This design comes from an exercise in tuning for small area, a short achievable clock period and few clock cycles on the open sky130 flow, not from production work.
At most, simulation tests tie the RTL to the original design; equivalence was not proved.
The RTL of run 8 was laid out without a check of its function.
No activity file was given, so power comes from the tool's default toggle rates.

==> flow/design.v <==
package txdma_pkg;
    typedef logic [31:0] desc_t;         
    typedef logic [31:0] addr_t;         
    typedef logic [31:0] data_t;         
    typedef logic [7:0]  byte_t;         
    typedef logic [6:0]  bd_index_t;     
    typedef logic [8:0]  tx_status_t;    
    localparam int BIT_READY  = 15;      
    localparam int BIT_IRQ    = 14;      
    localparam int BIT_WRAP   = 13;      
    localparam int BIT_PAD    = 12;
    localparam int BIT_CRC    = 11;
    localparam tx_status_t STAT_ERR_MASK = 9'h10F;
endpackage
module eth_txdma #(
    parameter int DEPTH = 7                       
) (
    input  logic                  clk,
    input  logic                  reset,
    input  logic                  tx_en,
    input  txdma_pkg::bd_index_t  max_tx_bd,
    input  logic                  bd_wait,
    input  txdma_pkg::desc_t      bd_desc,
    input  txdma_pkg::addr_t      bd_ptr,
    input  txdma_pkg::tx_status_t tx_stat,
    input  logic                  tx_stat_valid,
    output logic                  bd_read,
    output logic                  bd_write,
    output txdma_pkg::bd_index_t  bd_index,
    output txdma_pkg::desc_t      bd_writedata,
    output logic                  tx_stat_ack,
    output logic                  per_packet_pad,
    output logic                  per_packet_crc,
    output logic                  txb_irq,
    output logic                  txe_irq,
    input  logic                  av_waitrequest,
    input  txdma_pkg::data_t      av_readdata,
    input  logic                  av_readdatavalid,
    output logic                  av_read,
    output txdma_pkg::addr_t      av_address,
    input  logic                  tx_ack,
    output txdma_pkg::byte_t      tx_data,
    output logic                  tx_dv,
    output logic                  tx_sop,
    output logic                  tx_eop
);
    localparam int FIFO_AW = 3;                  
    logic        st_rd;                  
    logic        st_dma;                 
    logic        st_wr;                  
    logic [15:0] len;                    
    logic [5:0]  flags;                  
    txdma_pkg::tx_status_t stat;
    logic        take;
    logic        wr_ok;
    logic        stat_err;
    assign bd_read     = st_rd;
    assign bd_write    = st_wr;
    assign take        = st_rd & ~bd_wait & bd_desc[txdma_pkg::BIT_READY];
    assign wr_ok       = st_wr & ~bd_wait;
    assign stat_err    = |(stat & txdma_pkg::STAT_ERR_MASK);
    assign bd_writedata   = {len, 1'b0, flags, stat};
    assign per_packet_pad = flags[txdma_pkg::BIT_PAD - 9];
    assign per_packet_crc = flags[txdma_pkg::BIT_CRC - 9];
    always_ff @(posedge clk or posedge reset) begin
        if (reset) begin
            st_rd       <= 1'b0;
            st_dma      <= 1'b0;
            st_wr       <= 1'b0;
            tx_stat_ack <= 1'b0;
            txb_irq     <= 1'b0;
            txe_irq     <= 1'b0;
            bd_index    <= '0;
        end else begin
            tx_stat_ack <= st_dma & tx_stat_valid & ~tx_stat_ack;
            txb_irq     <= wr_ok & flags[txdma_pkg::BIT_IRQ - 9] & ~stat_err;
            txe_irq     <= wr_ok & flags[txdma_pkg::BIT_IRQ - 9] & stat_err;
            if (tx_en & ~st_rd & ~st_dma & ~st_wr) begin
                st_rd <= 1'b1;
            end
            if (take) begin
                st_rd  <= 1'b0;
                st_dma <= 1'b1;
            end
            if (tx_stat_ack) begin
                st_dma <= 1'b0;
                st_wr  <= 1'b1;
            end
            if (wr_ok) begin
                st_wr <= 1'b0;
                st_rd <= 1'b1;
                if (flags[txdma_pkg::BIT_WRAP - 9] || bd_index == max_tx_bd) begin
                    bd_index <= '0;
                end else begin
                    bd_index <= bd_index + 7'd1;
                end
            end
        end
    end
    always_ff @(posedge clk) begin
        if (take) begin
            len   <= bd_desc[31:16];
            flags <= bd_desc[14:9];
        end
        if (tx_stat_ack) begin
            stat <= tx_stat;
        end
    end
    logic [29:0]        addr;            
    logic [13:0]        wcnt;            
    logic               more;            
    logic               more_nx;         
    logic [DEPTH-1:0]   occ;             
    logic               full_nx;         
    logic               rd_ok;
    logic               pop;
    assign av_address = {addr, 2'b00};
    assign rd_ok      = av_read & ~av_waitrequest;
    assign more_nx    = more & ((|wcnt[13:1]) | (wcnt[0] & (|len[1:0])) | ~rd_ok);
    assign full_nx    = (occ[DEPTH-1] & ~(pop & ~rd_ok)) | (occ[DEPTH-2] & rd_ok & ~pop);
    always_ff @(posedge clk or posedge reset) begin
        if (reset) begin
            occ     <= '0;
            av_read <= 1'b0;
            more    <= 1'b0;
        end else begin
            av_read <= take | (st_dma & more_nx & ~full_nx);
            more    <= take | more_nx;
            if (rd_ok & ~pop) begin
                occ <= {occ[DEPTH-2:0], 1'b1};
            end else if (pop & ~rd_ok) begin
                occ <= {1'b0, occ[DEPTH-1:1]};
            end
        end
    end
    always_ff @(posedge clk) begin
        if (take) begin
            addr <= bd_ptr[31:2];
            wcnt <= bd_desc[31:18];
        end else if (rd_ok) begin
            addr <= addr + 30'd1;
            wcnt <= wcnt - 14'd1;
        end
    end
    txdma_pkg::data_t   mem [DEPTH];
    logic [FIFO_AW-1:0] wptr;
    logic [DEPTH-1:0]   rsel;            
    txdma_pkg::data_t   head;
    logic [DEPTH-1:0]   stored;          
    always_ff @(posedge clk or posedge reset) begin
        if (reset) begin
            wptr   <= '0;
            rsel   <= DEPTH'(1);
            stored <= '0;
        end else begin
            if (av_readdatavalid) begin
                wptr <= (wptr == FIFO_AW'(DEPTH - 1)) ? '0 : wptr + 1'b1;
            end
            if (pop) begin
                rsel <= {rsel[DEPTH-2:0], rsel[DEPTH-1]};
            end
            if (av_readdatavalid & ~pop) begin
                stored <= {stored[DEPTH-2:0], 1'b1};
            end else if (pop & ~av_readdatavalid) begin
                stored <= {1'b0, stored[DEPTH-1:1]};
            end
        end
    end
    always_ff @(posedge clk) begin
        if (av_readdatavalid) mem[wptr] <= av_readdata;
    end
    always_comb begin
        head = '0;
        for (int i = 0; i < DEPTH; i++) begin
            head = head | (mem[i] & {32{rsel[i]}});
        end
    end
    logic [31:0] cw;                     
    logic [1:0]  lane;                   
    logic        cw_final;               
    logic        first;                  
    logic        final_w;                
    logic        shift;
    assign tx_data = cw[7:0];
    assign final_w = ~more & occ[0] & ~occ[1];
    assign shift   = tx_dv & tx_ack & ~tx_eop & (lane != 2'd3);
    assign pop     = stored[0] & (~tx_dv | (tx_ack & (lane == 2'd3)));
    always_ff @(posedge clk or posedge reset) begin
        if (reset) begin
            tx_dv <= 1'b0;
        end else if (pop) begin
            tx_dv <= 1'b1;
        end else if (tx_ack & (tx_eop | (lane == 2'd3))) begin
            tx_dv <= 1'b0;
        end
    end
    always_ff @(posedge clk) begin
        if (take) begin
            first <= 1'b1;
        end else if (pop) begin
            first <= 1'b0;
        end
        if (pop) begin
            cw       <= head;
            lane     <= 2'd0;
            cw_final <= final_w;
            tx_sop   <= first;
            tx_eop   <= final_w & (len[1:0] == 2'd1);
        end else if (shift) begin
            cw[23:0] <= cw[31:8];
            lane     <= lane + 2'd1;
            tx_sop   <= 1'b0;
            tx_eop   <= cw_final & (lane == len[1:0] - 2'd2);
        end
    end
endmodule
==> flow/flow/run.sh <==
#!/bin/bash
# Standard layout, with plain buffers (not delay cells) on the ports.
set -euo pipefail
export BUFFER_PORTS_ARGS="-buffer_cell sky130_fd_sc_hd__buf_2"
bash standard.sh finish > standard.log 2>&1
==> flow/standard.sh <==
#!/bin/bash
# synth_recipe.tcl (not shown) runs the flow's synth.tcl, then flattens the netlist and writes it again
# the make line also repeats each setting of config.mk as NAME=value (left out here)
make -C /OpenROAD-flow-scripts/flow DESIGN_CONFIG=/design/flow/config.mk WORK_HOME=/design/flow/orfs CLKGATE_MAP_FILE= SYNTH_SCRIPT=/design/flow/synth_recipe.tcl "${@:-finish}"
==> flow/config.mk <==
export PLATFORM = sky130hd
export DESIGN_NAME = eth_txdma
export DESIGN_NICKNAME = eth_txdma
export VERILOG_FILES = /design/flow/design.v
export SDC_FILE = /design/flow/constraint.sdc
export NUM_CORES = 4
export LEC_CHECK = 0
export ABC_CLOCK_PERIOD_IN_PS = 2200
export CAP_MARGIN = 20
export CORE_MARGIN = 2
export CORE_UTILIZATION = 65
export CTS_CLUSTER_DIAMETER = 100
export CTS_CLUSTER_SIZE = 26
export PLACE_DENSITY = 0.72
export SETUP_SLACK_MARGIN = 2.8
export SLEW_MARGIN = 20
export TNS_END_PERCENT = 0
==> flow/constraint.sdc <==
create_clock -name core_clock -period 5.0 [get_ports {clk}]
set_input_delay 1.0000 -clock core_clock [delete_from_list [all_inputs] [get_ports {clk}]]
set_output_delay 1.0000 -clock core_clock [all_outputs]
set_load 0.01 [all_outputs]
==> impl_metrics.yaml, run 1 <==
sta:
  slew_headroom_pct: 37.8
  rsz0062_at_grt: "true"
  fmax_ghz: 0.442
  timing.final.crit_share_pct: 45.3
  fin_worst_skew_ns: 0.0178
  post-route-min-period_ns: 2.26
  slew_violations: 0
  hold_viol: 0
  tightest_slew_ns: 0.932
  tns_ns: 0
  final-setup-viol-count: 0
pwr:
  p_sw_share_pct: 28.7
  p_leak_nw: 5.79
  p_seq_share_pct: 59.3
  intPower_mw: 5.43
  vdd_drop_max_uv: 323
  clkPwrFrac_pct: 21.5
  comb_power_share_pct: 19.2
  power.switching_mw: 2.19
  total_power_mw: 7.62
  p_per_area_mw_per_mm2: 461
clock_tree:
  clkTransAtPathRegs_ns: 0.10
  clockRootBuffer: "clkbuf_16"
  clock_sinks: 377
  h-tree-depth: 1
  cts_inserted_buffers: 18
  cts_tree: "yes"
  cts_max_path_buffers: 3
  cts_hold_buf: 0
  insertion_delay_ns: 0.51
final_layout:
  nets: 1263
  nFillCells: 1452
  syn2layout_area_growth_pct: 12.4
  drive_above_1_share_pct: 22.6
die:
  rows: 55
  die_h_um: 154
  die_w_um: 154
  io_pins: 210
  start_util_pct: 65.6
  coreArea_sq_mm: 0.0224
  dieArea_sq_mm: 0.0238
logic_synthesis:
  yosysWarnings: 1
  synth_seq_area_share_pct: 75.4
  avgSynthCellArea_sq_um: 15.2
  synth_edf_count: 334
  async_flop_share_pct: 10.6
  synthesis.area_sq_mm: 0.0147
  synthFlopType: "edfxtp_1"
  synth_cells: 969
  synth-seq-cells: 377
  ys_types: 58
placed_design:
  place_hpwl_mm: 17.6
  port_buffers: 195
  gp_congestion: 0.798
detailed_routing:
  antenna_left: 0
  via_per_inst: 6.12
  drt_iter0_drc: 670
  vias: 8777
  routedWlPerCell_um: 20.7
  wl_mm: 29.7
  remaining_drc_errors: 0
  firstDrtPassIters: 5
worst_setup_path:
  endpoint_kind: "register"
  required_ns: 5.20
  worstPathArrival_ns: 2.47
  startpoint_type: "primary input"
  critical_path_class: "in2reg"
  crit_fanout: 22
global_routing:
  grt_use_total_pct: 24.5
  overflow: 0
  first_global_vias: 8294
  grt_max_degree: 64
  grt_pass1_wl_mm: 45.3
  antenna_found_initial: 3
outcome:
  status: "finished clean"
run:
  maxCapViolations: 0
min_path:
  hp-class: "reg2reg"
[flip-flops by register name, summed over array words and instances (netlist names), 2 cells and up]
name and flops:
wcnt 14, rsel 7, occ 7, cw 32, flags 6, mem 224, stored 7, lane 2
stat 9, len 16, wptr 3, bd_index 7, addr 30
[repair_timing]
| item | 4_1_cts | 5_1_grt |
|---|---|---|
| buffers inserted | 0 | 1 |
| resized for setup | 2 | 2 |
| setup endpoints to repair | 89 | 145 |
| pin swaps | 0 | 1 |
[Yosys cell counts (2+ instances only)]
cell type | n | area (sq um)
nand4_1 | 12 | 75.1
nor4_1 | 4 | 25.0
dfrtp_1 | 39 | 976
and2_1 | 2 | 12.5
clkbuf_1 | 43 | 161
xnor2_1 | 20 | 175
nor3b_1 | 2 | 15.0
or3_1 | 2 | 12.5
nand2b_1 | 7 | 43.8
nand2_1 | 101 | 379
a22o_1 | 24 | 210
ha_1 | 7 | 87.6
dfxtp_1 | 3 | 60.1
edfxtp_1 | 334 | 10000
and3_1 | 12 | 75.1
buf_4 | 13 | 97.6
nor2b_1 | 3 | 18.8
nor3_2 | 2 | 20.0
a221oi_1 | 24 | 210
nor3_1 | 7 | 35.0
mux2i_1 | 11 | 110
buf_1 | 6 | 22.5
o21ai_1 | 5 | 25.0
a31oi_1 | 24 | 150
xor2_1 | 28 | 245
a21oi_1 | 12 | 60.1
and4_1 | 2 | 17.5
inv_1 | 10 | 37.5
nor2_1 | 54 | 203
nand3_1 | 22 | 110
a21o_1 | 3 | 22.5
inv_2 | 2 | 7.51
a222oi_1 | 32 | 320
or4_1 | 2 | 15.0
a22oi_1 | 16 | 120
o21ai_0 | 52 | 260
buf_2 | 2 | 10.0
o31ai_1 | 2 | 15.0
o2bb2ai_1 | 4 | 35.0
[metrics by stage]
stage	hold slack [ns]	util, %	area [sq um]	instances	setup WS (ns)
floorplan	0.415	-	14800	971	2.56
global placement	0.425	71.1	15900	1399	2.05
detailed placement	0.430	71.1	15900	1399	2.03
CTS	0.446	73.5	16500	1431	2.69
global route	0.492	73.7	16500	1434	2.63
finish	0.443	73.7	16500	1435	2.74
[power groups by stage]
| stage | Combinational (mW) | Sequential [mW] | Clock [mW] |
|---|---|---|---|
| after global routing | 1.63 | 4.59 | 1.76 |
| after global placement | 1.43 | 4.58 | 0 |
| after floorplan | 0.878 | 4.59 | 0 |
| final | 1.47 | 4.52 | 1.64 |
| after CTS | 1.47 | 4.53 | 1.66 |
| after detailed placement | 1.46 | 4.60 | 0 |
[final cells by class]
type,count,area [sq um],area share [%]
clock inverters,1,16.3,0.0984
well taps,285,357,2.16
diodes,2,5.00,0.0303
multi-input cells,518,3360,20.3
repair buffers,209,1120,6.79
clock buffers,31,520,3.15
inverters,12,47.5,0.288
flip-flops and latches,377,11100,67.1
[routing by layer]
layer  part of all wire (%)  GRT usage [%]  vias up
li1                       -              -     4077
met1                     41           34.6     4285
met2                     49           41.3      371
met3                    8.6           3.50       42
met4                    1.5           6.26        2
met5                  0.044              0        -
[cells by family after synthesis]
logic type                 synth area share, %
other                                   0.0255
and+or+nand+nor                           7.77
AOI/OAI and AO/OA                         10.2
xor gates and xnor gates                  2.86
muxes                                    0.825
DFF                                       75.4
buffers and inverters                     2.29
adders and majority gates                0.595
[critical path, cell delays in order]
cell      delay (ns)
buf_2           0.14
nand2b_1        0.24
nor2_4          0.71
buf_4           0.36
[final timing paths]
path | startpoint | endpoint | slack (ns) | cells after the start
max reg2reg | wptr[2] | mem[3][19] | 2.84 | 3
max in group asynchronous | reset | rsel[5] | 4.03 | 3
min in group asynchronous | reset | av_read | 0.59 | 3
min reg2reg | first | first | 0.44 | 2
min | first | first | 0.44 | 2
max | av_readdatavalid | mem[3][19] | 2.74 | 4
[placed cells by master, fill, tap and decap left out, types with 6 or more instances in the layout]
cell / instances
a22o_1: 24
a22oi_1: 16
dfrtp_1: 32
dfrtp_2: 7
xnor2_1: 20
nand2b_1: 7
edfxtp_1: 334
nor2_1: 49
o21ai_0: 52
mux2i_1: 11
buf_2: 195
a221oi_1: 24
a21oi_1: 12
nand3_1: 22
ha_1: 6
buf_4: 10
inv_1: 10
and3_1: 12
clkbuf_1: 12
xor2_1: 28
a31oi_1: 24
a222oi_1: 32
nand2_1: 100
nand4_1: 12
clkbuf_16: 19
Testbench counts, summed over its fixed seeds: cycles 204,684.
==> inputs of run 2 (changes only) <==
--- a/flow/config.mk
+++ b/flow/config.mk
@@ -14,4 +14,3 @@
 export PLACE_DENSITY = 0.72
 export SETUP_SLACK_MARGIN = 2.8
 export SLEW_MARGIN = 20
-export TNS_END_PERCENT = 0
==> impl_metrics.yaml, run 2 <==
placed_design:
  port_buffers: 195
  gp_congestion: 0.785
  dp_cells: 1399
  place_hpwl_mm: 17.6
die:
  io_pins: 210
  start_util_pct: 65.6
  die_w_um: 154
  rows: 55
  die_h_um: 154
  coreArea_sq_mm: 0.0224
  dieArea_sq_mm: 0.0238
clock_tree:
  clkTransAtPathRegs_ns: 0.11
  cts_inserted_buffers: 18
  h-tree-depth: 1
  insertion_delay_ns: 0.52
  cts_max_path_buffers: 3
  clock_sinks: 377
  cts_tree: "yes"
  clockRootBuffer: "clkbuf_16"
  cts_hold_buf: 0
worst_setup_path:
  reg2regPathDepth: 5
  crit_family: "flip-flops"
  startpoint_type: "register"
  slowest_delay_ns: 0.47
  crit_fanout: 5
  worstPathArrival_ns: 1.17
  critPathBufInv: 1
  required_ns: 4.00
  crit_chain: "buf_2"
  critical_path_depth: 1
  endpoint_kind: "primary output"
  crit_slowest_cell: "edfxtp_1"
  critical_path_class: "reg2out"
detailed_routing:
  via_per_inst: 6.10
  routedWlPerCell_um: 21.0
  antenna_left: 0
  wl_mm: 30.6
  firstDrtPassIters: 6
  vias: 8882
  drt_iter0_drc: 715
  remaining_drc_errors: 0
logic_synthesis:
  synthFlopType: "edfxtp_1"
  yosys.area.top_type: "edfxtp_1"
  synth_top_cell_area_share_pct: 68.2
  synth_cells: 969
  synth-seq-cells: 377
  synthesis.area_sq_mm: 0.0147
  yosys-top-cells-area: "edfxtp_1 68%, dfrtp_1 6.6%, nand2_1 2.6%"
  synth_common_cells: "334 x edfxtp_1, 101 x nand2_1, 54 x nor2_1"
  avgSynthCellArea_sq_um: 15.2
  yosysWarnings: 1
  yosysMostFrequentCell: "edfxtp_1"
  synth_seq_area_share_pct: 75.4
  ys_types: 58
  synth_edf_count: 334
  async_flop_share_pct: 10.6
run:
  maxCapViolations: 0
final_layout:
  reg_top3: "mem: 224 flops, cw: 32 flops, addr: 30 flops"
  syn2layout_area_growth_pct: 13.7
  drive_above_1_share_pct: 24.7
  fin_cells: 1457
  regMostFlops: "mem"
  largest_reg_flops: 224
  nets: 1286
  layout_commonest_cell: "edfxtp_1"
  layout_common_cells: "334 x edfxtp_1, 195 x buf_2, 99 x nand2_1"
sta:
  tightest_slew_ns: 0.922
  tns_ns: 0
  post-route-min-period_ns: 2.17
  slew_violations: 0
  timing.final.crit_share_pct: 43.4
  fin_worst_skew_ns: 0.0159
  slew_headroom_pct: 38.5
  final-setup-viol-count: 0
  hold_viol: 0
  fmax_ghz: 0.460
  rsz0062_at_grt: "false"
global_routing:
  grt_pass1_wl_mm: 46.6
  antenna_found_initial: 2
  grt_max_degree: 73
  grt_use_total_pct: 25.1
  overflow: 0
  first_global_vias: 8513
pwr:
  p_per_area_mw_per_mm2: 462
  power.switching_mw: 2.24
  p_seq_share_pct: 58.3
  total_power_mw: 7.72
  intPower_mw: 5.49
  clkPwrFrac_pct: 21.2
  comb_power_share_pct: 20.4
  vdd_drop_max_uv: 361
  p_leak_nw: 5.90
  p_sw_share_pct: 29.0
min_path:
  hp-class: "reg2reg"
  worstHoldPathCells: 2
outcome:
  status: "finished clean"
==> run 2: cell counts after synthesis <==
No cell type changed its count.
==> run 2: logic make-up after synthesis <==
family / share of synthesized area (%)
other cells: 0.0255
xor+xnor: 2.86
buf+inv: 2.29
fa+ha+maj: 0.595
flops: 75.4
simple gates: 7.77
mux: 0.825
compound gates: 10.2
==> run 2: what timing repair did <==
action | 4_1_cts | 5_1_grt
pin swaps | 1 | 2
setup buffers | 5 | 19
endpoints found under the setup margin | 61 | 60
gates resized for setup | 4 | 8
gates cloned | 1 | 0
==> run 2: worst paths after layout <==
kind / startpoint / endpoint / slack, ns
worst max-delay path: addr[8] / av_address[10] / 2.83
worst min-delay path: first / first / 0.46
worst max register to register: lane[0] / tx_eop / 2.94
worst min register to register: first / first / 0.46
max in group asynchronous: reset / rsel[3] / 4.03
min in group asynchronous: reset / st_dma / 0.58
==> run 2: cell type report <==
| cell class | instances | area (sq um) |
|---|---|---|
| Clock inverter | 1 | 16.3 |
| Tap cell | 285 | 357 |
| Multi-Input combinational cell | 519 | 3410 |
| Timing Repair Buffer | 231 | 1250 |
| Clock buffer | 30 | 517 |
| Inverter | 12 | 50.0 |
| Antenna cell | 2 | 5.00 |
| Sequential cell | 377 | 11100 |
| Fill cell | 1412 | 5720 |
==> run 2: power by group through the flow <==
stage / combinational [mW] / sequential [mW] / clock (mW)
after global routing: 1.74 / 4.57 / 1.77
after CTS: 1.54 / 4.52 / 1.67
after global placement: 1.44 / 4.59 / 0
after detailed placement: 1.47 / 4.61 / 0
final: 1.58 / 4.51 / 1.64
after floorplan: 0.929 / 4.59 / 0
==> run 2: tightest hold or removal path, delay by kind of cell, from the launching register on <==
kind,cells,cell delay [ns]
DFF,1,0.33
and+or+nand+nor,2,0.10
==> run 2: metal layers <==
metal | vias up | share of wire, % | GRT usage (%)
li1 | 4127 | - | -
met1 | 4352 | 41 | 35.3
met2 | 356 | 49 | 42.5
met3 | 45 | 7.4 | 3.59
met4 | 2 | 1.8 | 6.08
met5 | - | 0.023 | 0
==> run 2: stage by stage <==
step | hold slack (ns) | worst slack [ns] | utilization [%] | cell area, sq um
2_1_floorplan | 0.415 | 2.64 | - | 14900
3_3_place_gp | 0.428 | 2.04 | 71.2 | 16000
3_5_place_dp | 0.455 | 2.01 | 71.2 | 16000
4_1_cts | 0.469 | 2.81 | 73.8 | 16600
5_1_grt | 0.482 | 2.79 | 74.5 | 16700
6_report | 0.463 | 2.83 | 74.5 | 16700
==> inputs of run 3 (changes only) <==
--- a/flow/config.mk
+++ b/flow/config.mk
@@ -6,11 +6,11 @@
 export NUM_CORES = 4
 export LEC_CHECK = 0
 export ABC_CLOCK_PERIOD_IN_PS = 2200
-export CAP_MARGIN = 20
+export CAP_MARGIN = 5
 export CORE_MARGIN = 2
 export CORE_UTILIZATION = 65
 export CTS_CLUSTER_DIAMETER = 100
 export CTS_CLUSTER_SIZE = 26
 export PLACE_DENSITY = 0.72
 export SETUP_SLACK_MARGIN = 2.8
-export SLEW_MARGIN = 20
+export SLEW_MARGIN = 5
==> impl_metrics.yaml, run 3 <==
worst_setup_path:
  crit_chain: "buf_2"
  worstPathArrival_ns: 1.17
  startpoint_type: "register"
  endpoint_kind: "primary output"
  critical_path_class: "reg2out"
  slowest_delay_ns: 0.47
  crit_fanout: 5
  required_ns: 4.00
  r2r-start: "lane[0]"
  critPathBufInv: 1
  crit_family: "flip-flops"
  crit_start: "addr[8]"
  crit_slowest_cell: "edfxtp_1"
sta:
  fin_worst_skew_ns: 0.0159
  tightest_slew_ns: 0.922
  slew_headroom_pct: 38.5
  final-setup-viol-count: 0
  fmax_ghz: 0.460
  hold_viol: 0
  slew_violations: 0
  post-route-min-period_ns: 2.17
  timing.final.crit_share_pct: 43.4
  rsz0062_at_grt: "false"
  tns_ns: 0
detailed_routing:
  firstDrtPassIters: 6
  antenna_left: 0
  vias: 8882
  wl_mm: 30.6
  routedWlPerCell_um: 21.0
  via_per_inst: 6.10
  drt_iter0_drc: 715
  remaining_drc_errors: 0
clock_tree:
  cts_tree: "yes"
  clock_sinks: 377
  clockRootBuffer: "clkbuf_16"
  insertion_delay_ns: 0.52
  h-tree-depth: 1
  clkTransAtPathRegs_ns: 0.11
  cts_inserted_buffers: 18
  cts_max_path_buffers: 3
pwr:
  total_power_mw: 7.72
  p_leak_nw: 5.90
  vdd_drop_max_uv: 361
  p_per_area_mw_per_mm2: 462
placed_design:
  port_buffers: 195
  gp_congestion: 0.785
  place_hpwl_mm: 17.6
final_layout:
  layout_commonest_cell: "edfxtp_1"
  nets: 1286
  reg_top3: "mem: 224 flops, cw: 32 flops, addr: 30 flops"
  nFillCells: 1412
  syn2layout_area_growth_pct: 13.7
  layout_common_cells: "334 x edfxtp_1, 195 x buf_2, 99 x nand2_1"
  drive_above_1_share_pct: 24.7
  largest_reg_flops: 224
  regMostFlops: "mem"
logic_synthesis:
  ys_types: 58
  yosysWarnings: 1
  synth_seq_area_share_pct: 75.4
  synth_top_cell_area_share_pct: 68.2
  synth-seq-cells: 377
  avgSynthCellArea_sq_um: 15.2
  synth_edf_count: 334
  synthFlopType: "edfxtp_1"
  yosysMostFrequentCell: "edfxtp_1"
  async_flop_share_pct: 10.6
  synth_common_cells: "334 x edfxtp_1, 101 x nand2_1, 54 x nor2_1"
  yosys-top-cells-area: "edfxtp_1 68%, dfrtp_1 6.6%, nand2_1 2.6%"
  synth_cells: 969
  yosys.area.top_type: "edfxtp_1"
  synthesis.area_sq_mm: 0.0147
global_routing:
  first_global_vias: 8513
  grt_pass1_wl_mm: 46.6
  grt_use_total_pct: 25.1
  antenna_found_initial: 2
  overflow: 0
  grt_max_degree: 73
die:
  coreArea_sq_mm: 0.0224
  die_w_um: 154
  dieArea_sq_mm: 0.0238
  io_pins: 210
  die_h_um: 154
  start_util_pct: 65.6
  rows: 55
min_path:
  hold_path_startpoint: "first"
  hp-class: "reg2reg"
outcome:
  status: "finished clean"
run:
  maxCapViolations: 0
run 3: cell families (layout without fill, tap and decap cells):
family | after synthesis | after routing | synth area share (%)
adder cells (fa/ha/maj) | 7 | 7 | 0.595
buffers and inverters | 76 | 274 | 2.29
AND/OR/NAND/NOR | 241 | 242 | 7.77
AO/OA/AOI/OAI | 207 | 207 | 10.2
other | 1 | 5 | 0.0255
flip-flops | 377 | 377 | 75.4
XOR/XNOR | 48 | 48 | 2.86
multiplexers | 12 | 12 | 0.825
run 3: path summary, 6_finish.rpt:
check                      slack (ns)  depth (start not counted)              to
max                              2.83                          1  av_address[10]
min                              0.46                          2           first
max reg2reg                      2.94                          5          tx_eop
min reg2reg                      0.46                          2           first
max in group asynchronous        4.03                          3         rsel[3]
min in group asynchronous        0.58                          3          st_dma
run 3: metrics by stage:
step | worst slack, ns | hold slack, ns | std cells | cell area (sq um) | util, %
finish | 2.83 | 0.463 | 1457 | 16700 | 74.5
global route | 2.79 | 0.482 | 1456 | 16700 | 74.5
CTS | 2.81 | 0.469 | 1436 | 16600 | 73.8
detailed placement | 2.01 | 0.455 | 1399 | 16000 | 71.2
global placement | 2.04 | 0.428 | 1399 | 16000 | 71.2
floorplan | 2.64 | 0.415 | 971 | 14900 | -
run 3: what timing repair did:
action / CTS / global route
gates cloned: 1 / 0
hold buffers: 0 / 0
pin swaps: 1 / 2
setup endpoints to repair: 61 / 60
gates resized for setup: 4 / 8
buffers inserted: 5 / 19
run 3: cell type report:
cell class | count | area (sq um) | area share (%)
flip-flops and latches | 377 | 11100 | 66.4
multi-input cells | 519 | 3410 | 20.4
repair buffers | 231 | 1250 | 7.50
clock buffers | 30 | 517 | 3.09
well taps | 285 | 357 | 2.13
inverters | 12 | 50.0 | 0.299
clock inverters | 1 | 16.3 | 0.0973
diodes | 2 | 5.00 | 0.0299
run 3: power by group:
part           switching [mW]  internal [mW]
registers               0.320           4.19
clock network           0.914          0.725
logic                    1.00          0.575
total                    2.24           5.49
run 3: per-layer routing:
layer | vias to the layer above | wire [um] | GRT usage [%]
met5 | - | 7 | 0
met4 | 2 | 563 | 6.08
met3 | 45 | 2280 | 3.59
met2 | 356 | 15100 | 42.5
met1 | 4352 | 12600 | 35.3
li1 | 4127 | - | -
==> inputs of run 4 (changes only) <==
==> flow/config.mk (replaced) <==
export PLATFORM = sky130hd
export DESIGN_NAME = eth_txdma
export DESIGN_NICKNAME = eth_txdma
export VERILOG_FILES = /design/flow/design.v
export SDC_FILE = /design/flow/constraint.sdc
export NUM_CORES = 4
export LEC_CHECK = 0
export ABC_CLOCK_PERIOD_IN_PS = 3000
export CAP_MARGIN = 20
export CORE_MARGIN = 2
export CORE_UTILIZATION = 65
export CTS_CLUSTER_DIAMETER = 100
export CTS_CLUSTER_SIZE = 26
export PLACE_DENSITY = 0.72
export SETUP_SLACK_MARGIN = 2.8
export SLEW_MARGIN = 20
==> impl_metrics.yaml, run 4 <==
outcome:
  status: "finished clean"
detailed_routing:
  wl_mm: 30.6
  routedWlPerCell_um: 21.0
  firstDrtPassIters: 6
  drt_iter0_drc: 715
  via_per_inst: 6.10
  vias: 8882
  antenna_left: 0
  remaining_drc_errors: 0
final_layout:
  multi_input_area_sq_mm: 0.00341
  nFillCells: 1412
  layout_commonest_cell: "edfxtp_1"
  nets: 1286
  syn2layout_area_growth_pct: 13.7
  postLayoutCellArea_sq_mm: 0.0167
  regMostFlops: "mem"
  seqCellArea_sq_mm: 0.0111
  reg_top3: "mem: 224 flops, cw: 32 flops, addr: 30 flops"
  layout_common_cells: "334 x edfxtp_1, 195 x buf_2, 99 x nand2_1"
  drive_above_1_share_pct: 24.7
  largest_reg_flops: 224
global_routing:
  use_met1_pct: 35.3
  antenna_found_initial: 2
  grt_max_degree: 73
  gr-usage-met2_pct: 42.5
  overflow: 0
  grt_use_total_pct: 25.1
  first_global_vias: 8513
  grt_use_met3_pct: 3.59
  grt_busiest_layer: "met2"
  grt_pass1_wl_mm: 46.6
sta:
  fin_worst_skew_ns: 0.0159
  tns_ns: 0
  fmax_ghz: 0.460
  timing.final.crit_share_pct: 43.4
  final-setup-viol-count: 0
  slew_headroom_pct: 38.5
  tightest_slew_ns: 0.922
  hold_slack_ns: 0.463
  slew_violations: 0
  rsz0062_at_grt: "false"
  post-route-min-period_ns: 2.17
  hold_viol: 0
logic_synthesis:
  yosysMostFrequentCell: "edfxtp_1"
  avgSynthCellArea_sq_um: 15.2
  yosys.area.top_type: "edfxtp_1"
  synth_seq_area_share_pct: 75.4
  synthFlopType: "edfxtp_1"
  synthesis.area_sq_mm: 0.0147
  synth_cells: 969
  synth_top_cell_area_share_pct: 68.2
  ys_types: 58
  synth_edf_count: 334
  yosys-top-cells-area: "edfxtp_1 68%, dfrtp_1 6.6%, nand2_1 2.6%"
  synth-seq-cells: 377
  async_flop_share_pct: 10.6
  synth_common_cells: "334 x edfxtp_1, 101 x nand2_1, 54 x nor2_1"
  yosysWarnings: 1
worst_setup_path:
  critPathBufInv: 1
  worstPathArrival_ns: 1.17
  crit_slowest_cell: "edfxtp_1"
  endpoint_kind: "primary output"
  crit_chain: "buf_2"
  required_ns: 4.00
  crit_fanout: 5
  critical_path_class: "reg2out"
  crit_family: "flip-flops"
  slowest_delay_ns: 0.47
  startpoint_type: "register"
clock_tree:
  clock_sinks: 377
  insertion_delay_ns: 0.52
  cts_tree: "yes"
  cts_max_path_buffers: 3
  clockRootBuffer: "clkbuf_16"
  h-tree-depth: 1
  clkTransAtPathRegs_ns: 0.11
  cts_hold_buf: 0
  cts_inserted_buffers: 18
pwr:
  total_power_mw: 7.72
  vdd_drop_max_uv: 361
  p_per_area_mw_per_mm2: 462
  p_leak_nw: 5.90
die:
  die_w_um: 154
  die_h_um: 154
  start_util_pct: 65.6
  dieArea_sq_mm: 0.0238
  io_pins: 210
  coreArea_sq_mm: 0.0224
  rows: 55
run:
  maxCapViolations: 0
placed_design:
  port_buffers: 195
  place_hpwl_mm: 17.6
  gp_congestion: 0.785
  dpl-instance-area_sq_mm: 0.0160
min_path:
  hp-class: "reg2reg"
==> run 4: cell counts after synthesis <==
No cell type changed its count.
==> run 4: per-layer routing <==
metal,up-vias,part of all wire (%)
li1,4127,-
met1,4352,41
met2,356,49
met3,45,7.4
met4,2,1.8
met5,-,0.023
==> run 4: report_power, final <==
group	total, mW	internal [mW]	switching, mW
registers	4.51	4.19	0.320
logic	1.58	0.575	1.00
clock network	1.64	0.725	0.914
==> run 4: logic make-up after synthesis <==
group | count (synthesis) | synth area share (%)
and+or+nand+nor | 241 | 7.77
other | 1 | 0.0255
xor gates and xnor gates | 48 | 2.86
adders and majority gates | 7 | 0.595
AOI/OAI and AO/OA | 207 | 10.2
muxes | 12 | 0.825
buffers and inverters | 76 | 2.29
DFF | 377 | 75.4
==> run 4: path summary, 6_finish.rpt <==
kind                       startpoint  slack, ns  cells past startpoint             end
setup / recovery              addr[8]       2.83                      1  av_address[10]
setup reg to reg              lane[0]       2.94                      5          tx_eop
hold reg to reg                 first       0.46                      2           first
max in group asynchronous       reset       4.03                      3         rsel[3]
hold / removal                  first       0.46                      2           first
min in group asynchronous       reset       0.58                      3          st_dma
==> run 4: cell type report <==
| cell class | count | share of cell area [%] |
|---|---|---|
| diodes | 2 | 0.0299 |
| clock inverters | 1 | 0.0973 |
| well taps | 285 | 2.13 |
| inverters | 12 | 0.299 |
| flip-flops and latches | 377 | 66.4 |
| repair buffers | 231 | 7.50 |
| clock buffers | 30 | 3.09 |
| multi-input cells | 519 | 20.4 |
==> run 4: metrics by stage <==
step                cells  utilization (%)  worst slack (ns)
global placement     1399             71.2              2.04
floorplan             971                -              2.64
finish               1457             74.5              2.83
detailed placement   1399             71.2              2.01
CTS                  1436             73.8              2.81
global route         1456             74.5              2.79
==> run 4: repair_timing <==
action	4_1_cts	5_1_grt
pin swaps	1	2
endpoints found under the setup margin	61	60
setup buffers	5	19
cloned	1	0
resized for setup	4	8
==> inputs of run 5 (changes only) <==
==> flow/config.mk (replaced) <==
export PLATFORM = sky130hd
export DESIGN_NAME = eth_txdma
export DESIGN_NICKNAME = eth_txdma
export VERILOG_FILES = /design/flow/design.v
export SDC_FILE = /design/flow/constraint.sdc
export NUM_CORES = 4
export LEC_CHECK = 0
export ABC_CLOCK_PERIOD_IN_PS = 2200
export CAP_MARGIN = 20
export CORE_MARGIN = 2
export CORE_UTILIZATION = 65
export CTS_CLUSTER_DIAMETER = 100
export CTS_CLUSTER_SIZE = 26
export PLACE_DENSITY = 0.72
export SETUP_SLACK_MARGIN = 2.7
export SLEW_MARGIN = 20
==> impl_metrics.yaml, run 5 <==
worst_setup_path:
  endpoint_kind: "primary output"
  startpoint_type: "register"
  critPathBufInv: 1
  critical_path_class: "reg2out"
  worstPathArrival_ns: 1.24
  crit_slowest_cell: "dfrtp_2"
  crit_start: "tx_stat_ack"
  reg2reg_to: "cw[12]"
  reg2regPathDepth: 5
  crit_family: "flip-flops"
  slowest_delay_ns: 0.54
  crit_fanout: 13
  r2r-start: "lane[0]"
  required_ns: 4.00
  rrSetupSlack_ns: 2.85
  crit_chain: "buf_2"
final_layout:
  layout_common_cells: "334 x edfxtp_1, 195 x buf_2, 99 x nand2_1"
  postLayoutCellArea_sq_mm: 0.0165
  syn2layout_area_growth_pct: 12.1
  n_antenna_cell: 0
  layout_commonest_cell: "edfxtp_1"
  regMostFlops: "mem"
  reg_top3: "mem: 224 flops, cw: 32 flops, addr: 30 flops"
  nets: 1262
  largest_reg_flops: 224
  drive_above_1_share_pct: 23.1
  fin_util_pct: 73.5
  fin_cells: 1425
logic_synthesis:
  yosysWarnings: 1
  synth_top_cell_area_share_pct: 68.2
  synthesis.area_sq_mm: 0.0147
  ys_types: 58
  yosysMostFrequentCell: "edfxtp_1"
  avgSynthCellArea_sq_um: 15.2
  synth_seq_area_share_pct: 75.4
  synth_cells: 969
  yosys-top-cells-area: "edfxtp_1 68%, dfrtp_1 6.6%, nand2_1 2.6%"
  synth-seq-cells: 377
  async_flop_share_pct: 10.6
  yosys.area.top_type: "edfxtp_1"
  synth_common_cells: "334 x edfxtp_1, 101 x nand2_1, 54 x nor2_1"
  synth_edf_count: 334
  synthFlopType: "edfxtp_1"
pwr:
  p_seq_share_pct: 59.6
  p_sw_share_pct: 29.3
  clkPwrFrac_pct: 20.9
  p_per_area_mw_per_mm2: 461
  p_leak_nw: 5.77
  vdd_drop_max_uv: 309
  comb_power_share_pct: 19.5
  power.switching_mw: 2.23
  intPower_mw: 5.38
sta:
  timing.final.ws_setup_ns: 2.76
  slew_headroom_pct: 37.6
  rsz0062_at_grt: "true"
  slew_violations: 0
  final-setup-viol-count: 0
  fmax_ghz: 0.447
  post-route-min-period_ns: 2.24
  tightest_slew_ns: 0.935
  timing.final.crit_share_pct: 44.7
  fin_worst_skew_ns: 0.0215
  tns_ns: 0
  hold_viol: 0
die:
  io_pins: 210
  start_util_pct: 65.6
  die_w_um: 154
  dieArea_sq_mm: 0.0238
  coreArea_sq_mm: 0.0224
  rows: 55
  die_h_um: 154
outcome:
  status: "finished clean"
global_routing:
  first_global_vias: 8267
  grt_busiest_layer: "met2"
  grt_use_met3_pct: 3.53
  grt_max_degree: 72
  overflow: 0
  use_met1_pct: 35.5
  grt_use_total_pct: 24.9
  antenna_found_initial: 1
  gr-usage-met2_pct: 42.0
  grt_pass1_wl_mm: 46.1
clock_tree:
  clkTransAtPathRegs_ns: 0.10
  insertion_delay_ns: 0.53
  cts_tree: "yes"
  cts_max_path_buffers: 3
  clock_sinks: 377
  clockRootBuffer: "clkbuf_16"
  h-tree-depth: 1
  cts_inserted_buffers: 18
detailed_routing:
  firstDrtPassIters: 5
  wl_mm: 30.6
  via_per_inst: 6.18
  remaining_drc_errors: 0
  antenna_left: 0
  drt_iter0_drc: 683
  routedWlPerCell_um: 21.5
  vias: 8810
min_path:
  hold_path_startpoint: "first"
  worstHoldPathCells: 2
  hold_end: "first"
  hp-class: "reg2reg"
placed_design:
  gp_congestion: 0.762
  place_hpwl_mm: 17.7
  port_buffers: 195
  post-place-ws_ns: 1.92
  dpl-instance-area_sq_mm: 0.0159
  dp_cells: 1398
run:
  maxCapViolations: 0
## run 5: cell counts after synthesis
Identical to the previous run, type by type.
## run 5: what timing repair did
item                                    4_1_cts  5_1_grt
pin swaps                                     0        2
gates resized for setup                       4        7
endpoints found under the setup margin       70       52
hold buffers                                  0        0
setup buffers                                 0        0
cloned                                        0        2
## run 5: cell type report
| type | instances | area (sq um) |
|---|---|---|
| clock buffer | 22 | 465 |
| clock inverter | 3 | 33.8 |
| fill | 1473 | 5950 |
| inverter | 12 | 47.5 |
| multi-input combinational | 520 | 3410 |
| sequential | 377 | 11100 |
| tap | 285 | 357 |
| timing repair buffer | 206 | 1070 |
## run 5: cells by family (layout without fill, tap and decap cells)
logic type / after synthesis / count (layout) / share of synthesized area (%)
compound gates: 207 / 207 / 10.2
flops: 377 / 377 / 75.4
buf+inv: 76 / 243 / 2.29
fa+ha+maj: 7 / 7 / 0.595
mux: 12 / 12 / 0.825
other cells: 1 / 3 / 0.0255
simple gates: 241 / 243 / 7.77
xor+xnor: 48 / 48 / 2.86
## run 5: worst max path at each step
stage                       end  slack [ns]  cells after the start
floorplan             mem[0][0]        2.64                      2
global placement       addr[27]        1.96                      8
detailed placement      addr[2]        1.92                      7
CTS                      cw[15]        2.71                      5
global route             occ[2]        2.70                      6
finish              tx_stat_ack        2.76                      1
## run 5: worst register-to-register path, stage by stage (launching register included)
cell and delay (ns):
dfxtp_1 0.40, ha_1 0.22, a21boi_1 0.13, nor2b_4 0.17, buf_8 0.39, or2_2 0.51
## run 5: routing by layer
layer | wire length, um | share of wire [%]
met2 | 15000 | 49
met5 | 0 | 0
met4 | 508 | 1.7
met3 | 2360 | 7.7
met1 | 12700 | 42
## run 5: per-stage QoR
step | hold slack [ns] | total power, mW
after floorplan | 0.415 | 5.49
after global placement | 0.426 | 6.02
after detailed placement | 0.429 | 6.07
after CTS | 0.445 | 7.62
after global routing | 0.476 | 7.94
final | 0.443 | 7.60
## run 5: power by group through the flow
| stage | logic (mW) | clock network, mW | registers [mW] |
|---|---|---|---|
| floorplan | 0.902 | 0 | 4.59 |
| global placement | 1.44 | 0 | 4.58 |
| detailed placement | 1.47 | 0 | 4.60 |
| CTS | 1.48 | 1.62 | 4.53 |
| global route | 1.64 | 1.70 | 4.60 |
| finish | 1.48 | 1.59 | 4.53 |
==> inputs of run 6 (changes only) <==
--- a/flow/config.mk
+++ b/flow/config.mk
@@ -12,5 +12,5 @@
 export CTS_CLUSTER_DIAMETER = 100
 export CTS_CLUSTER_SIZE = 26
 export PLACE_DENSITY = 0.72
-export SETUP_SLACK_MARGIN = 2.7
+export SETUP_SLACK_MARGIN = 2.6
 export SLEW_MARGIN = 20
==> impl_metrics.yaml, run 6 <==
outcome:
  status: "finished clean"
clock_tree:
  clkTransAtPathRegs_ns: 0.10
  cts_max_path_buffers: 3
  cts_inserted_buffers: 18
  post_cts_buffers: 0
  h-tree-depth: 1
  clock_sinks: 377
  insertion_delay_ns: 0.55
  clockRootBuffer: "clkbuf_16"
  cts_tree: "yes"
die:
  die_w_um: 154
  start_util_pct: 65.6
  io_pins: 210
  dieArea_sq_mm: 0.0238
  coreArea_sq_mm: 0.0224
  die_h_um: 154
  rows: 55
sta:
  tns_ns: 0
  post-route-min-period_ns: 2.26
  hold_slack_ns: 0.450
  slew_headroom_pct: 38.0
  slew_violations: 0
  fmax_ghz: 0.443
  tightest_slew_ns: 0.930
  timing.final.crit_share_pct: 45.2
  rsz0062_at_grt: "false"
  fin_worst_skew_ns: 0.0323
  timing.final.ws_setup_ns: 2.74
  final-setup-viol-count: 0
  hold_viol: 0
run:
  maxCapViolations: 0
final_layout:
  fin_cells: 1432
  largest_reg_flops: 224
  reg_top3: "mem: 224 flops, cw: 32 flops, addr: 30 flops"
  drive_above_1_share_pct: 22.4
  syn2layout_area_growth_pct: 12.1
  fin_util_pct: 73.5
  postLayoutCellArea_sq_mm: 0.0165
  nets: 1261
  nFillCells: 1489
  regMostFlops: "mem"
  layout_common_cells: "334 x edfxtp_1, 195 x buf_2, 100 x nand2_1"
  layout_commonest_cell: "edfxtp_1"
pwr:
  p_per_area_mw_per_mm2: 463
  p_leak_nw: 5.77
  total_power_mw: 7.63
  vdd_drop_max_uv: 380
logic_synthesis:
  synth_edf_count: 334
  synth_cells: 969
  avgSynthCellArea_sq_um: 15.2
  synthFlopType: "edfxtp_1"
  yosysWarnings: 1
  synth-seq-cells: 377
  synth_common_cells: "334 x edfxtp_1, 101 x nand2_1, 54 x nor2_1"
  yosys-top-cells-area: "edfxtp_1 68%, dfrtp_1 6.6%, nand2_1 2.6%"
  async_flop_share_pct: 10.6
  yosysMostFrequentCell: "edfxtp_1"
  synth_seq_area_share_pct: 75.4
  yosys.area.top_type: "edfxtp_1"
  synth_top_cell_area_share_pct: 68.2
  ys_types: 58
  synthesis.area_sq_mm: 0.0147
min_path:
  worstHoldPathCells: 2
  hold_end: "first"
  hold_path_startpoint: "first"
  hp-class: "reg2reg"
detailed_routing:
  firstDrtPassIters: 6
  wl_mm: 30.5
  wl_met3_mm: 2.21
  routedWlPerCell_um: 21.3
  vias: 8848
  highest_layer: "met5"
  drt_iter0_drc: 741
  met1_length_mm: 12.8
  remaining_drc_errors: 0
  antenna_left: 0
  via_per_inst: 6.18
  route.met2.wl_mm: 14.8
placed_design:
  dpl-instance-area_sq_mm: 0.0159
  dp_cells: 1399
  gp_congestion: 0.789
  place_hpwl_mm: 17.7
  post-place-ws_ns: 2.06
  port_buffers: 195
global_routing:
  grt_pass1_wl_mm: 46.7
  first_global_vias: 8456
  overflow: 0
  antenna_found_initial: 2
  grt_max_degree: 67
  grt_use_total_pct: 25.3
worst_setup_path:
  crit_chain: "buf_2, nand2b_1, nor2_4, buf_4"
  reg2reg_to: "cw[14]"
  worstPathArrival_ns: 2.49
  slowest_delay_ns: 0.73
  crit_slowest_cell: "nor2_4"
  critical_path_class: "in2reg"
  required_ns: 5.23
  startpoint_type: "primary input"
  rrSetupSlack_ns: 2.77
  r2r-start: "lane[0]"
  endpoint_kind: "register"
  crit_fanout: 22
  reg2regPathDepth: 5
run 6: cell counts after synthesis:
No cell type changed its count.
run 6: worst max-delay path by stage:
stage | startpoint | cells after the start | endpoint
after floorplan | av_readdatavalid | 2 | mem[1][0]
after global routing | lane[0] | 6 | cw[21]
after global placement | bd_wait | 8 | addr[27]
after detailed placement | bd_wait | 8 | addr[27]
final | av_readdatavalid | 4 | mem[3][5]
after CTS | bd_wait | 8 | addr[27]
run 6: metal layers:
metal | global-route usage (%) | vias up
met5 | 0 | -
met4 | 7.80 | 2
met3 | 3.89 | 53
met2 | 41.7 | 361
met1 | 35.7 | 4355
li1 | - | 4077
run 6: worst max-delay path: cells and delay by family:
family	cells	cell delay, ns
buffers and inverters	2	0.50
AND/OR/NAND/NOR	2	0.98
run 6: what timing repair did:
action | 4_1_cts | 5_1_grt
setup endpoints to repair | 1 | 14
resized for setup | 1 | 3
hold buffers | 0 | 0
run 6: final cells by class:
| cell class | count | area [sq um] | share of cell area, % |
|---|---|---|---|
| Clock buffer | 30 | 495 | 3.01 |
| Multi-Input combinational cell | 518 | 3370 | 20.4 |
| Sequential cell | 377 | 11100 | 67.3 |
| Antenna cell | 1 | 2.50 | 0.0152 |
| Clock inverter | 2 | 46.3 | 0.281 |
| Tap cell | 285 | 357 | 2.16 |
| Timing Repair Buffer | 207 | 1070 | 6.47 |
| Inverter | 12 | 47.5 | 0.288 |
run 6: report_power, final:
part / switching (mW) / leakage, nW / internal [mW]
sequential: 0.345 / 3.61 / 4.19
clock: 0.945 / 0.254 / 0.704
combinational: 0.951 / 1.91 / 0.500
total: 2.24 / 5.77 / 5.39
run 6: logic make-up (layout without fill, tap and decap cells):
family | after synthesis | after routing | synth area share (%)
flip-flops | 377 | 377 | 75.4
AND/OR/NAND/NOR | 241 | 241 | 7.77
XOR/XNOR | 48 | 48 | 2.86
multiplexers | 12 | 12 | 0.825
other | 1 | 4 | 0.0255
buffers and inverters | 76 | 251 | 2.29
adder cells (fa/ha/maj) | 7 | 7 | 0.595
AO/OA/AOI/OAI | 207 | 207 | 10.2
==> inputs of run 7 (changes only) <==
--- a/flow/config.mk
+++ b/flow/config.mk
@@ -8,9 +8,9 @@
 export ABC_CLOCK_PERIOD_IN_PS = 2200
 export CAP_MARGIN = 20
 export CORE_MARGIN = 2
-export CORE_UTILIZATION = 65
+export CORE_UTILIZATION = 78
 export CTS_CLUSTER_DIAMETER = 100
 export CTS_CLUSTER_SIZE = 26
-export PLACE_DENSITY = 0.72
-export SETUP_SLACK_MARGIN = 2.6
+export PLACE_DENSITY = 0.85
+export SETUP_SLACK_MARGIN = 2.8
 export SLEW_MARGIN = 20
==> impl_metrics.yaml, run 7 <==
clock_tree:
  cts_tree: "yes"
  cts_inserted_buffers: 18
  cts_max_path_buffers: 3
  insertion_delay_ns: 0.53
  clockRootBuffer: "clkbuf_16"
  clkTransAtPathRegs_ns: 0.11
  h-tree-depth: 1
  clock_sinks: 377
die:
  io_pins: 210
  rows: 50
  coreArea_sq_mm: 0.0186
  start_util_pct: 79.2
  dieArea_sq_mm: 0.0200
  die_w_um: 141
  die_h_um: 141
sta:
  hold_slack_ns: 0.457
  post-route-min-period_ns: 2.20
  fmax_ghz: 0.455
  tns_ns: 0
  hold_viol: 0
  slew_headroom_pct: 40.0
  final-setup-viol-count: 0
  fin_worst_skew_ns: 0.0234
  slew_violations: 0
  timing.final.crit_share_pct: 43.9
  tightest_slew_ns: 0.899
  rsz0062_at_grt: "true"
detailed_routing:
  via_per_inst: 6.88
  drt_iter0_drc: 1479
  routedWlPerCell_um: 25.7
  antenna_left: 0
  wl_mm: 36.0
  vias: 9622
  firstDrtPassIters: 13
  remaining_drc_errors: 0
final_layout:
  layout_common_cells: "334 x edfxtp_1, 195 x buf_2, 99 x nand2_1"
  nets: 1285
  regMostFlops: "mem"
  fin_util_pct: 89.7
  reg_top3: "mem: 224 flops, cw: 32 flops, addr: 30 flops"
  nFillCells: 750
  syn2layout_area_growth_pct: 13.3
  layout_commonest_cell: "edfxtp_1"
  largest_reg_flops: 224
  drive_above_1_share_pct: 24.7
global_routing:
  use_met1_pct: 43.8
  antenna_found_initial: 1
  overflow: 0
  grt_use_total_pct: 34.3
  first_global_vias: 9295
  grt_use_met3_pct: 5.33
  grt_max_degree: 53
  grt_busiest_layer: "met2"
  gr-usage-met2_pct: 60.6
  grt_pass1_wl_mm: 51.7
worst_setup_path:
  crit_family: "flip-flops"
  worstPathArrival_ns: 1.20
  crit_slowest_cell: "edfxtp_1"
  crit_chain: "buf_2"
  r2r-start: "addr[5]"
  required_ns: 4.00
  critPathBufInv: 1
  crit_fanout: 1
  startpoint_type: "register"
  endpoint_kind: "primary output"
  rrSetupSlack_ns: 2.90
  reg2reg_to: "addr[27]"
  critical_path_class: "reg2out"
  crit_start: "cw[4]"
  slowest_delay_ns: 0.48
  reg2regPathDepth: 5
placed_design:
  gp_congestion: 0.800
  port_buffers: 195
  place_hpwl_mm: 19.1
min_path:
  hp-class: "reg2reg"
  hold_end: "first"
  worstHoldPathCells: 2
  hold_path_startpoint: "first"
logic_synthesis:
  synth_seq_area_share_pct: 75.4
  synth_top_cell_area_share_pct: 68.2
  yosys.area.top_type: "edfxtp_1"
  synthFlopType: "edfxtp_1"
  synth_common_cells: "334 x edfxtp_1, 101 x nand2_1, 54 x nor2_1"
  ys_types: 58
  synth-seq-cells: 377
  async_flop_share_pct: 10.6
  yosys-top-cells-area: "edfxtp_1 68%, dfrtp_1 6.6%, nand2_1 2.6%"
  yosysWarnings: 1
  avgSynthCellArea_sq_um: 15.2
  yosysMostFrequentCell: "edfxtp_1"
  synth_cells: 969
  synth_edf_count: 334
  synthesis.area_sq_mm: 0.0147
outcome:
  status: "finished clean"
pwr:
  p_leak_nw: 5.91
  vdd_drop_max_uv: 403
  p_per_area_mw_per_mm2: 472
run:
  maxCapViolations: 0
==> run 7: cell types whose count changed in the layout (fill, tap and decap cells not counted), moves of 2 or more <==
cell	previous run	this run
buf_16	0	2
buf_4	12	33
clkbuf_1	12	6
ha_1	6	4
==> run 7: cells by family after synthesis <==
family / synth area share (%)
AOI/OAI and AO/OA: 10.2
muxes: 0.825
and+or+nand+nor: 7.77
other: 0.0255
DFF: 75.4
xor gates and xnor gates: 2.86
buffers and inverters: 2.29
adders and majority gates: 0.595
==> run 7: power breakdown <==
| group | total (mW) | internal, mW | switching, mW | leakage (nW) |
|---|---|---|---|---|
| combinational | 1.67 | 0.589 | 1.09 | 2.05 |
| clock | 1.62 | 0.707 | 0.916 | 0.248 |
| sequential | 4.57 | 4.19 | 0.380 | 3.61 |
==> run 7: worst max path at each step <==
| stage | cells past startpoint | end |
|---|---|---|
| finish | 1 | tx_data[4] |
| global route | 1 | tx_data[4] |
| CTS | 1 | av_address[18] |
| detailed placement | 8 | addr[27] |
| global placement | 8 | addr[27] |
| floorplan | 2 | mem[0][0] |
==> run 7: worst register-to-register path, cell delays in order (launching register included) <==
cell,delay [ns]
edfxtp_1,0.44
nand4_1,0.28
nor3_4,0.43
nand3_1,0.21
o21a_1,0.23
o31a_1,0.28
==> run 7: repair_timing <==
action | in CTS | in global routing
cloned | 1 | 0
hold buffers | 0 | 0
resized for setup | 3 | 9
endpoints found under the setup margin | 100 | 42
buffers inserted | 9 | 11
pin swaps | 0 | 1
==> run 7: metal layers <==
layer  wire (um)  part of all wire, %  up-vias
li1            -                    -     4120
met3        4150                   12      110
met4        1200                  3.3        0
met5           0                    0        -
met1       12000                   33     4589
met2       18600                   52      803
==> run 7: final cells by class <==
| cell class | count | area (sq um) | area share [%] |
|---|---|---|---|
| multi-input combinational | 519 | 3430 | 20.6 |
| tap | 234 | 293 | 1.76 |
| timing repair buffer | 230 | 1280 | 7.67 |
| inverter | 12 | 52.6 | 0.315 |
| antenna | 1 | 2.50 | 0.0150 |
| clock buffer | 25 | 498 | 2.99 |
| clock inverter | 1 | 16.3 | 0.0976 |
| sequential | 377 | 11100 | 66.6 |
==> run 7: through the flow <==
| step | setup WS, ns | cell area [sq um] | instances | power, mW |
|---|---|---|---|---|
| after detailed placement | 2.01 | 15900 | 1349 | 6.09 |
| after global routing | 2.77 | 16700 | 1399 | 8.14 |
| after CTS | 2.81 | 16500 | 1385 | 7.74 |
| after floorplan | 2.64 | 14900 | 971 | 5.52 |
| final | 2.80 | 16700 | 1399 | 7.87 |
| after global placement | 2.05 | 15900 | 1349 | 6.00 |
==> inputs of run 8 (changes only) <==
--- a/flow/design.v
+++ b/flow/design.v
@@ -50,7 +50,7 @@
     logic        st_wr;                  
     logic [15:0] len;                    
     logic [5:0]  flags;                  
-    txdma_pkg::tx_status_t stat;
+    txdma_pkg::tx_status_t stat;         
     logic        take;
     logic        wr_ok;
     logic        stat_err;
@@ -102,9 +102,6 @@
             len   <= bd_desc[31:16];
             flags <= bd_desc[14:9];
         end
-        if (tx_stat_ack) begin
-            stat <= tx_stat;
-        end
     end
     logic [29:0]        addr;            
     logic [13:0]        wcnt;            
@@ -168,7 +165,9 @@
     end
     always_ff @(posedge clk) begin
         if (av_readdatavalid) mem[wptr] <= av_readdata;
-    end
+        if (tx_stat_ack) mem[0][8:0] <= tx_stat;
+    end
+    assign stat = mem[0][8:0];
     always_comb begin
         head = '0;
         for (int i = 0; i < DEPTH; i++) begin
--- a/flow/config.mk
+++ b/flow/config.mk
@@ -8,9 +8,9 @@
 export ABC_CLOCK_PERIOD_IN_PS = 2200
 export CAP_MARGIN = 20
 export CORE_MARGIN = 2
-export CORE_UTILIZATION = 78
+export CORE_UTILIZATION = 65
 export CTS_CLUSTER_DIAMETER = 100
 export CTS_CLUSTER_SIZE = 26
-export PLACE_DENSITY = 0.85
+export PLACE_DENSITY = 0.72
 export SETUP_SLACK_MARGIN = 2.8
 export SLEW_MARGIN = 20
==> impl_metrics.yaml, run 8 <==
worst_setup_path:
  worstPathArrival_ns: 2.47
  crit_chain: "buf_2, nand2b_1, nor2_2"
  startpoint_type: "primary input"
  crit_slowest_cell: "nor2_2"
  r2r-start: "wptr[2]"
  slowest_delay_ns: 0.91
  required_ns: 5.16
  endpoint_kind: "register"
  critical_path_class: "in2reg"
  crit_fanout: 10
  crit_start: "av_readdatavalid"
placed_design:
  port_buffers: 195
  gp_congestion: 0.766
  place_hpwl_mm: 18.6
  post-place-ws_ns: 1.63
pwr:
  vdd_drop_max_uv: 355
  total_power_mw: 7.83
  p_per_area_mw_per_mm2: 466
  p_leak_nw: 5.97
detailed_routing:
  firstDrtPassIters: 6
  wl_mm: 32.7
  drt_iter0_drc: 1027
  remaining_drc_errors: 0
  via_per_inst: 6.13
  vias: 9202
  antenna_left: 0
  routedWlPerCell_um: 21.8
global_routing:
  gr-usage-met2_pct: 43.0
  grt_max_degree: 59
  first_global_vias: 8766
  antenna_found_initial: 2
  grt_use_total_pct: 26.6
  grt_pass1_wl_mm: 48.6
  grt_use_met3_pct: 4.57
  use_met1_pct: 39.1
  overflow: 0
  grt_busiest_layer: "met2"
clock_tree:
  insertion_delay_ns: 0.53
  cts_tree: "yes"
  cts_max_path_buffers: 3
  cts_hold_buf: 0
  clockRootBuffer: "clkbuf_16"
  clkTransAtPathRegs_ns: 0.09
  clock_sinks: 368
  cts_inserted_buffers: 18
  h-tree-depth: 1
final_layout:
  nFillCells: 1359
  reg_top3: "mem: 224 flops, cw: 32 flops, addr: 30 flops"
  syn2layout_area_growth_pct: 14.5
  largest_reg_flops: 224
  layout_commonest_cell: "edfxtp_1"
  layout_common_cells: "325 x edfxtp_1, 193 x buf_2, 126 x nand2_1"
  seqCellArea_sq_mm: 0.0108
  drive_above_1_share_pct: 26.0
  fin_util_pct: 76.4
  nets: 1334
  multi_input_area_sq_mm: 0.00358
  regMostFlops: "mem"
min_path:
  hp-class: "reg2reg"
  hold_path_startpoint: "first"
sta:
  tns_ns: 0
  tightest_slew_ns: 0.988
  fin_worst_skew_ns: 0.0165
  slew_violations: 0
  rsz0062_at_grt: "true"
  hold_viol: 0
  final-setup-viol-count: 0
  fmax_ghz: 0.432
  timing.final.ws_setup_ns: 2.69
  post-route-min-period_ns: 2.31
  slew_headroom_pct: 34.0
  timing.final.crit_share_pct: 46.3
logic_synthesis:
  avgSynthCellArea_sq_um: 14.5
  yosys-top-cells-area: "edfxtp_1 67%, dfrtp_1 6.7%, nand2_1 3.3%"
  yosysWarnings: 1
  synth_edf_count: 325
  synth_top_cell_area_share_pct: 66.6
  synth_seq_area_share_pct: 73.9
  synthFlopType: "edfxtp_1"
  async_flop_share_pct: 10.9
  synth-seq-cells: 368
  synth_cells: 1008
  yosys.area.top_type: "edfxtp_1"
  synthesis.area_sq_mm: 0.0147
  yosysMostFrequentCell: "edfxtp_1"
  ys_types: 54
  synth_common_cells: "325 x edfxtp_1, 129 x nand2_1, 62 x o21ai_0"
die:
  start_util_pct: 66.7
  coreArea_sq_mm: 0.0220
  io_pins: 210
  rows: 54
  dieArea_sq_mm: 0.0238
  die_h_um: 154
  die_w_um: 154
outcome:
  status: "finished clean"
run:
  maxCapViolations: 0
[run 8: cell count changes after synthesis, sizes merged, moves of 5 or more]
cell and delta:
a21oi -5, and3 -7, buf +11, edfxtp -9
nand2 +28, nand3 +7, nand4 -9, nor3 +6
nor4 +5, o21ai +17, xnor2 +9
[run 8: worst max-delay path, delay by kind of cell]
| kind | cells | cell delay [ns] |
|---|---|---|
| buf+inv | 1 | 0.18 |
| simple gates | 2 | 1.28 |
[run 8: final timing paths]
| path | end | cells after the start | slack, ns |
|---|---|---|---|
| setup / recovery | mem[1][28] | 3 | 2.69 |
| hold / removal | first | 2 | 0.44 |
| setup reg to reg | mem[1][28] | 2 | 2.77 |
| hold reg to reg | first | 2 | 0.44 |
| max in group asynchronous | rsel[2] | 3 | 4.01 |
| min in group asynchronous | bd_index[5] | 3 | 0.58 |
[run 8: through the flow]
step | hold WS [ns] | instance area (sq um) | cells
2_1_floorplan | 0.415 | 14800 | 1010
3_3_place_gp | 0.428 | 15800 | 1422
3_5_place_dp | 0.433 | 15800 | 1422
4_1_cts | 0.446 | 16500 | 1466
5_1_grt | 0.466 | 16800 | 1500
6_report | 0.441 | 16800 | 1501
[run 8: cell type report]
| cell class | instances | share of cell area (%) |
|---|---|---|
| clock inverter | 3 | 0.246 |
| clock buffer | 29 | 2.93 |
| timing repair buffer | 248 | 8.34 |
| inverter | 14 | 0.418 |
| sequential | 368 | 64.6 |
| multi-input combinational | 557 | 21.4 |
| tap | 280 | 2.09 |
| antenna | 2 | 0.0298 |
[run 8: timing repair]
action	in CTS	in global routing
gates cloned	0	5
resized for setup	9	13
setup buffers	12	28
pin swaps	3	5
endpoints found under the setup margin	174	120
[run 8: power breakdown]
group          switching [mW]  leakage [nW]  internal, mW
clock network           0.931         0.254         0.702
logic                    1.11          2.18         0.646
registers               0.328          3.54          4.11
[run 8: kinds of logic (layout without fill, tap and decap cells)]
kind of cell               after synthesis  in the layout  share of synthesized area (%)
AOI/OAI and AO/OA                      210            210                           10.2
xor gates and xnor gates                53             53                           3.17
adders and majority gates                7              7                          0.598
buffers and inverters                   90            294                           2.93
DFF                                    368            368                           73.9
muxes                                   12             12                          0.828
other                                    1              5                         0.0256
and+or+nand+nor                        267            272                           8.40
[run 8: metal layers]
metal / vias up / routed length (um)
met5: - / 0
met3: 31 / 3350
li1: 4236 / -
met2: 473 / 15600
met4: 0 / 392
met1: 4462 / 13400

[what the ideal ports hide]
The results above use ideal ports. As a check the final layouts listed here were re-extracted and re-timed, cells and wires unchanged. Step 1 assumes that a clkbuf_16 drives the clock port and a buf_2 every other input. Step 2 adds t to the input delays and takes it off the output delays; t is the mean of the earliest and latest rising clock arrival at the registers after step 1. Input paths then give back, and output paths get back, about the clock's delay inside the block. Slacks: no drivers / after step 1 / after step 2; pairs: no drivers / after step 1.
| run | t (ns) | setup WS [ns] | worst hold slack (ns) | worst slew at a driven data input, ns |
|---|---|---|---|---|
| run 1 | 0.554 | 2.736 / 2.710 / 2.166 | 0.443 / 0.443 / 0.443 | 0.09 |
| run 2 | 0.562 | 2.828 / 2.780 / 2.325 | 0.463 / 0.463 / 0.463 | 0.08 |
| run 3 | 0.562 | 2.828 / 2.780 / 2.325 | 0.463 / 0.463 / 0.463 | 0.08 |
| run 4 | 0.562 | 2.828 / 2.780 / 2.325 | 0.463 / 0.463 / 0.463 | 0.08 |
| run 5 | 0.565 | 2.763 / 2.714 / 2.307 | 0.443 / 0.443 / 0.443 | 0.07 |
| run 6 | 0.579 | 2.742 / 2.702 / 2.150 | 0.450 / 0.450 / 0.450 | 0.08 |
| run 7 | 0.561 | 2.804 / 2.757 / 2.376 | 0.457 / 0.457 / 0.457 | 0.08 |
| run 8 | 0.572 | 2.686 / 2.693 / 2.121 | 0.441 / 0.441 / 0.441 | 0.08 |
After both steps every run listed still meets setup and hold. The setup slack of run 6, which loses most, moves by -0.040 ns with the drivers and by -0.592 ns with both steps.
